This design comes from an exercise in tuning for small area on the open sky130 flow, not from production work.
The RTL was checked by simulation tests, not by an equivalence proof against the original design.
No activity file was given, so power comes from the tool's default toggle rates.

## ordered_keyed_record_table_top
module ordered_keyed_record_table_top (
    input  logic                            i_clk,
    input  logic                            i_rst_n,
    input  logic                            start,
    output logic                            busy,
    input  logic [okrt_pkg::OP_W-1:0]       i_op,
    input  logic [okrt_pkg::KEY_W-1:0]      i_key,
    input  logic [okrt_pkg::PORT_PAY_W-1:0] i_payload,
    output logic                            o_valid,
    output logic                            o_ok,
    output logic [okrt_pkg::KEY_W-1:0]      o_key_out,
    output logic [okrt_pkg::PORT_PAY_W-1:0] o_payload_out,
    output logic [okrt_pkg::CNT_W-1:0]      o_used_count,
    output logic                            o_full_res,
    output logic                            o_last
);
Size: roughly 6,100 cells after synthesis, about 1,700 flip-flops, roughly 210 I/O pins, ~65,000 um2 of cells after synthesis.
make LEC_CHECK=0 CAP_MARGIN=20 CORE_MARGIN=2 CORE_UTILIZATION=50 CTS_BUF_LIST='sky130_fd_sc_hd__clkbuf_8 sky130_fd_sc_hd__clkbuf_16' CTS_CLUSTER_DIAMETER=60 CTS_CLUSTER_SIZE=20 PLACE_DENSITY=0.65 SLEW_MARGIN=20 SYNTH_HIERARCHICAL=1 SYNTH_MINIMUM_KEEP_SIZE=0 finish   # period 7.0 ns
run.sh (not shown) runs the stock make flow with config.mk's settings and CLKGATE_MAP_FILE= SYNTH_SCRIPT=/design/flow/synth_recipe.tcl, a recipe that flattens the netlist after the stock synthesis.
The baseline completed with no timing, DRC or antenna violations.
Next try:
--- a/flow/config.mk
+++ b/flow/config.mk
@@ -8,9 +8,9 @@
 export CAP_MARGIN = 20
 export CORE_MARGIN = 2
-export CORE_UTILIZATION = 50
-export CTS_BUF_LIST = sky130_fd_sc_hd__clkbuf_8 sky130_fd_sc_hd__clkbuf_16
-export CTS_CLUSTER_DIAMETER = 60
-export CTS_CLUSTER_SIZE = 20
-export PLACE_DENSITY = 0.65
+export CORE_UTILIZATION = 30
+export CTS_BUF_LIST = sky130_fd_sc_hd__clkbuf_8
+export CTS_CLUSTER_DIAMETER = 50
+export CTS_CLUSTER_SIZE = 16
+export PLACE_DENSITY = 0.5
 export SLEW_MARGIN = 20
 export SYNTH_HIERARCHICAL = 1
Setup slack loses 0.084 ns.
Flip-flop and latch count stays the same.
Design area went up by 0.83%.
Fmax drops by 1.3%.
Total power fell by 5.5%.


## job 101
The RTL this note starts from:
==> flow/design.v <==
package okrt_pkg;
    localparam int CAPACITY     = 16;
    localparam int PAYLOAD_BITS = 64;
    localparam int KEY_W        = 32;
    localparam int PORT_PAY_W   = 64;
    localparam int OP_W         = 2;
    localparam int CNT_W        = $clog2(CAPACITY + 1);
    localparam int IDX_W        = $clog2(CAPACITY);
    localparam logic [OP_W-1:0] OP_ADD    = 2'd0;
    localparam logic [OP_W-1:0] OP_LOOKUP = 2'd1;
    localparam logic [OP_W-1:0] OP_DELETE = 2'd2;
    localparam logic [OP_W-1:0] OP_LIST   = 2'd3;
endpackage
module okrt_cell (
    input  logic                              i_clk,
    input  logic                              i_we,
    input  logic                              i_we_n,
    input  logic [okrt_pkg::KEY_W-1:0]        i_bkey,
    input  logic [okrt_pkg::PAYLOAD_BITS-1:0] i_bpay,
    output logic [okrt_pkg::KEY_W-1:0]        o_key,
    output logic [okrt_pkg::PAYLOAD_BITS-1:0] o_pay,
    output logic                              o_eq
);
    logic [okrt_pkg::KEY_W-1:0]        r_key;
    logic [okrt_pkg::PAYLOAD_BITS-1:0] r_pay;
    always_ff @(posedge i_clk) begin
        r_key <= ~((r_key | {okrt_pkg::KEY_W{i_we}})
                 & (i_bkey | {okrt_pkg::KEY_W{i_we_n}}));
        r_pay <= ~((r_pay | {okrt_pkg::PAYLOAD_BITS{i_we}})
                 & (i_bpay | {okrt_pkg::PAYLOAD_BITS{i_we_n}}));
    end
    assign o_key = r_key;
    assign o_pay = r_pay;
    assign o_eq  = (r_key == i_bkey);
endmodule
module okrt_aoi3 (
    input  logic [2:0] i_a,
    input  logic [2:0] i_b,
    output logic       o_y
);
    assign o_y = ~|(i_a & i_b);
endmodule
module okrt_rd16 (
    input  logic [15:0] i_d,
    input  logic [15:0] i_sel,
    output logic        o_y
);
    logic [5:0] w_n;
    genvar g;
    generate
        for (g = 0; g < 5; g++) begin : g_aoi
            okrt_aoi3 u_aoi (
                .i_a (i_d[3*g +: 3]),
                .i_b (i_sel[3*g +: 3]),
                .o_y (w_n[g])
            );
        end
    endgenerate
    assign w_n[5] = ~(i_d[15] & i_sel[15]);
    assign o_y    = ~&w_n;
endmodule
module ordered_keyed_record_table_top (
    input  logic                            i_clk,
    input  logic                            i_rst_n,
    input  logic                            start,
    output logic                            busy,
    input  logic [okrt_pkg::OP_W-1:0]       i_op,
    input  logic [okrt_pkg::KEY_W-1:0]      i_key,
    input  logic [okrt_pkg::PORT_PAY_W-1:0] i_payload,
    output logic                            o_valid,
    output logic                            o_ok,
    output logic [okrt_pkg::KEY_W-1:0]      o_key_out,
    output logic [okrt_pkg::PORT_PAY_W-1:0] o_payload_out,
    output logic [okrt_pkg::CNT_W-1:0]      o_used_count,
    output logic                            o_full_res,
    output logic                            o_last
);
    localparam int N  = okrt_pkg::CAPACITY;
    localparam int IW = okrt_pkg::IDX_W;
    localparam int CW = okrt_pkg::CNT_W;
    localparam int KW = okrt_pkg::KEY_W;
    localparam int PW = okrt_pkg::PAYLOAD_BITS;
    logic [KW-1:0]  w_key [N];
    logic [PW-1:0]  w_pay [N];
    logic [N-1:0]   w_eq;
    logic [N-1:0]   r_vld;
    logic [N-1:0]   r_free;
    logic [N-1:0]   r_free_n;
    logic [N-1:0]   r_psel;
    logic [N-1:0]   r_ksel;
    logic [IW-1:0]  r_ord [N];
    logic [CW-1:0]  r_count;
    logic [IW-1:0]  r_pos;
    logic           r_busy;
    logic           r_valid;
    logic           r_ok;
    logic           r_last;
    logic           r_phase;
    logic           r_kinv;
    logic           r_pinv;
    logic [KW-1:0]  w_bkey;
    logic [PW-1:0]  w_bpay;
    assign w_bkey = i_key ^ {KW{r_phase}};
    assign w_bpay = i_payload[PW-1:0] ^ {PW{r_phase}};
    genvar g;
    generate
        for (g = 0; g < N; g++) begin : g_slot
            okrt_cell u_cell (
                .i_clk  (i_clk),
                .i_we   (r_free[g]),
                .i_we_n (r_free_n[g]),
                .i_bkey (w_bkey),
                .i_bpay (w_bpay),
                .o_key  (w_key[g]),
                .o_pay  (w_pay[g]),
                .o_eq   (w_eq[g])
            );
        end
    endgenerate
    logic [N-1:0]  w_hit;
    logic          w_found;
    logic          w_acc;
    logic          w_add_ok;
    logic          w_del_ok;
    logic          w_lkp;
    logic          w_list;
    logic          w_seq;
    assign w_hit    = r_vld & w_eq;
    assign w_found  = |w_hit;
    assign w_acc    = start && !r_busy;
    assign w_add_ok = w_acc && (i_op == okrt_pkg::OP_ADD) && !r_count[CW-1] && !w_found;
    assign w_del_ok = w_acc && (i_op == okrt_pkg::OP_DELETE) && w_found;
    assign w_lkp    = w_acc && (i_op == okrt_pkg::OP_LOOKUP);
    assign w_list   = w_acc && (i_op == okrt_pkg::OP_LIST);
    assign w_seq    = r_busy || (w_list && (r_count != '0));
    logic [N-1:0]  n_vld;
    logic [N-1:0]  n_free;
    logic [IW-1:0] w_fidx;
    logic [IW-1:0] w_hidx;
    assign n_vld = i_rst_n ? ((r_vld | (r_free & {N{w_add_ok}})) & ~(w_hit & {N{w_del_ok}}))
                           : '0;
    always_comb begin
        logic seen;
        seen   = 1'b0;
        n_free = '0;
        for (int s = 0; s < N; s++) begin
            n_free[s] = !n_vld[s] && !seen;
            seen      = seen || !n_vld[s];
        end
    end
    always_comb begin
        w_fidx = '0;
        w_hidx = '0;
        for (int s = 0; s < N; s++) begin
            w_fidx = w_fidx | (r_free[s] ? IW'(s) : '0);
            w_hidx = w_hidx | (w_hit[s] ? IW'(s) : '0);
        end
    end
    logic [N-1:0]  w_shift;
    logic [IW-1:0] n_ord [N];
    always_comb begin
        logic seen;
        seen = 1'b0;
        for (int k = 0; k < N; k++) begin
            seen       = seen || (r_ord[k] == w_hidx);
            w_shift[k] = w_del_ok && seen;
        end
    end
    always_comb begin
        for (int k = 0; k < N; k++) begin
            if (w_shift[k])
                n_ord[k] = (k == N - 1) ? '0 : r_ord[(k == N - 1) ? k : k + 1];
            else if (r_count == CW'(k))
                n_ord[k] = w_fidx;
            else
                n_ord[k] = r_ord[k];
        end
    end
    logic [IW-1:0] w_pos;
    logic [IW-1:0] w_sidx;
    logic          w_end;
    logic [N-1:0]  n_ksel;
    assign w_pos  = r_busy ? r_pos : '0;
    assign w_sidx = r_ord[w_pos];
    assign w_end  = ({1'b0, w_pos} + CW'(1)) == r_count;
    always_comb begin
        for (int s = 0; s < N; s++) n_ksel[s] = w_seq && (w_sidx == IW'(s));
    end
    always_ff @(posedge i_clk) begin
        if (!i_rst_n) begin
            r_busy  <= 1'b0;
            r_valid <= 1'b0;
            r_count <= '0;
        end else begin
            r_busy  <= w_seq && !w_end;
            r_valid <= r_busy || w_acc;
            r_count <= r_count + CW'(w_add_ok) - CW'(w_del_ok);
        end
        r_vld    <= n_vld;
        r_free   <= n_free;
        r_free_n <= ~n_free;
        for (int k = 0; k < N; k++) r_ord[k] <= n_ord[k];
        r_pos    <= w_pos + IW'(1);
        r_psel   <= w_hit & {N{w_lkp}};
        r_phase  <= !r_phase;
        r_kinv   <= !r_phase && w_seq;
        r_pinv   <= !r_phase && w_lkp && w_found;
        r_ksel   <= n_ksel;
        r_ok     <= r_busy || w_add_ok || ((w_lkp || (w_acc && (i_op == okrt_pkg::OP_DELETE))) && w_found)
                    || (w_list && (r_count != '0));
        r_last   <= w_seq ? w_end : 1'b1;
    end
    genvar b;
    generate
        for (b = 0; b < KW; b++) begin : g_rdk
            logic [N-1:0] w_col;
            logic         w_y;
            for (g = 0; g < N; g++) begin : g_c
                assign w_col[g] = w_key[g][b];
            end
            okrt_rd16 u_rd (.i_d(w_col), .i_sel(r_ksel), .o_y(w_y));
            assign o_key_out[b] = w_y ^ r_kinv;
        end
        for (b = 0; b < PW; b++) begin : g_rdp
            logic [N-1:0] w_col;
            logic         w_y;
            for (g = 0; g < N; g++) begin : g_c
                assign w_col[g] = w_pay[g][b];
            end
            okrt_rd16 u_rd (.i_d(w_col), .i_sel(r_psel), .o_y(w_y));
            assign o_payload_out[b] = w_y ^ r_pinv;
        end
    endgenerate
    assign busy         = r_busy;
    assign o_valid      = r_valid;
    assign o_ok         = r_ok;
    assign o_used_count = r_count;
    assign o_full_res   = r_count[CW-1];
    assign o_last       = r_last;
endmodule
==> flow/config.mk <==
export PLATFORM = sky130hd
export DESIGN_NAME = ordered_keyed_record_table_top
export DESIGN_NICKNAME = ordered_keyed_record_table_top
export VERILOG_FILES = /design/flow/design.v
export SDC_FILE = /design/flow/constraint.sdc
export NUM_CORES = 4
export LEC_CHECK = 0
export CAP_MARGIN = 20
export CORE_MARGIN = 2
export CORE_UTILIZATION = 30
export CTS_BUF_LIST = sky130_fd_sc_hd__clkbuf_8
export CTS_CLUSTER_DIAMETER = 50
export CTS_CLUSTER_SIZE = 16
export PLACE_DENSITY = 0.5
export SLEW_MARGIN = 20
export SYNTH_HIERARCHICAL = 1
export SYNTH_MINIMUM_KEEP_SIZE = 0
==> flow/constraint.sdc <==
create_clock -name core_clock -period 7.0 [get_ports {i_clk}]
set_input_delay 1.4000 -clock core_clock [delete_from_list [all_inputs] [get_ports {i_clk}]]
set_output_delay 1.4000 -clock core_clock [all_outputs]
set_load 0.01 [all_outputs]
standard.sh (not shown) runs the stock make flow with config.mk's settings and CLKGATE_MAP_FILE= SYNTH_SCRIPT=/design/flow/synth_recipe.tcl, a recipe that flattens the netlist after the stock synthesis.
==> flow/flow/run.sh <==
#!/bin/bash
# Standard layout with two changes: the port buffers are the smallest buffer
# (buf_1) instead of the default delay-cell buffer, and CTS places no dummy loads.
# Every tool's full output stays in orfs/logs; make's own output goes to make.log.
set -euo pipefail
CTS="-sink_clustering_enable -repair_clock_nets -sink_clustering_size 16 -sink_clustering_max_diameter 50 -buf_list sky130_fd_sc_hd__clkbuf_8 -dont_use_dummy_load"
bash standard.sh "BUFFER_PORTS_ARGS=-buffer_cell sky130_fd_sc_hd__buf_1" "CTS_ARGS=$CTS" finish > make.log 2>&1
The following lists how job 104 was set up differently from job 101:
==> flow/run.sh (new file) <==
#!/bin/bash
# synth_recipe.tcl (not shown) runs the flow's synth.tcl, then flattens the netlist and writes it again
# the make line also repeats each setting of config.mk as NAME=value (left out here)
make -C /OpenROAD-flow-scripts/flow DESIGN_CONFIG=/design/flow/config.mk WORK_HOME=/design/flow/orfs CLKGATE_MAP_FILE= SYNTH_SCRIPT=/design/flow/synth_recipe.tcl finish
removed: flow/flow/run.sh
removed: flow/standard.sh
==> results.txt <==
Job 104 completed; timing, DRC and antenna clean
The worst hold slack of job 101 and that of job 104 are within noise of each other.
Layout overhead on the synthesized area (lower): job 101
From job 101 to job 104 the numbers moved as follows: die area neither gained nor lost much, post-route cell area climbed 4.5%.
Going from job 101 to job 104, shortest clock period the worst path allows after layout went down, core utilization of the finished layout up 1.5 points.

re-timing with driven ports:
The flow's constraints put no driver on any port. The routed layouts listed below were extracted and timed again, unchanged, in two steps. Step 1 assumes that a clkbuf_16 drives the clock port and a buf_2 every other input. Step 2 moves the port delays by t, midway between the first and last clock arrival at a register: inputs arrive t later, outputs are due t later. That takes back most of the time a late clock gives input paths. Slacks: ideal ports / drivers / drivers and shift; pairs: ideal ports / drivers.
run | t, ns | slack for setup (ns) | latest minus earliest clock arrival (ns) | slew at the worst register clock pin (ns) | pins driven straight from the clock port
the first run of note 1 | 0.860 | 0.694 / 0.694 / -0.073 | 0.048 / 0.048 | 0.09 / 0.09 | 1
the second run of note 1 | 1.041 | 0.610 / 0.610 / -0.287 | 0.066 / 0.066 | 0.11 / 0.11 | 1
job 101 | 0.976 | 0.738 / 0.738 / 0.357 | 0.118 / 0.118 | 0.10 / 0.10 | 1
job 104 | 1.014 | 1.061 / 1.061 / 0.102 | 0.073 / 0.073 | 0.11 / 0.11 | 1
With both steps, setup timing fails in the first run of note 1 and the second run of note 1, where it was met with ideal ports. The setup slack of job 104, which loses most, moves by 0.000 ns with the drivers and by -0.959 ns with both steps.
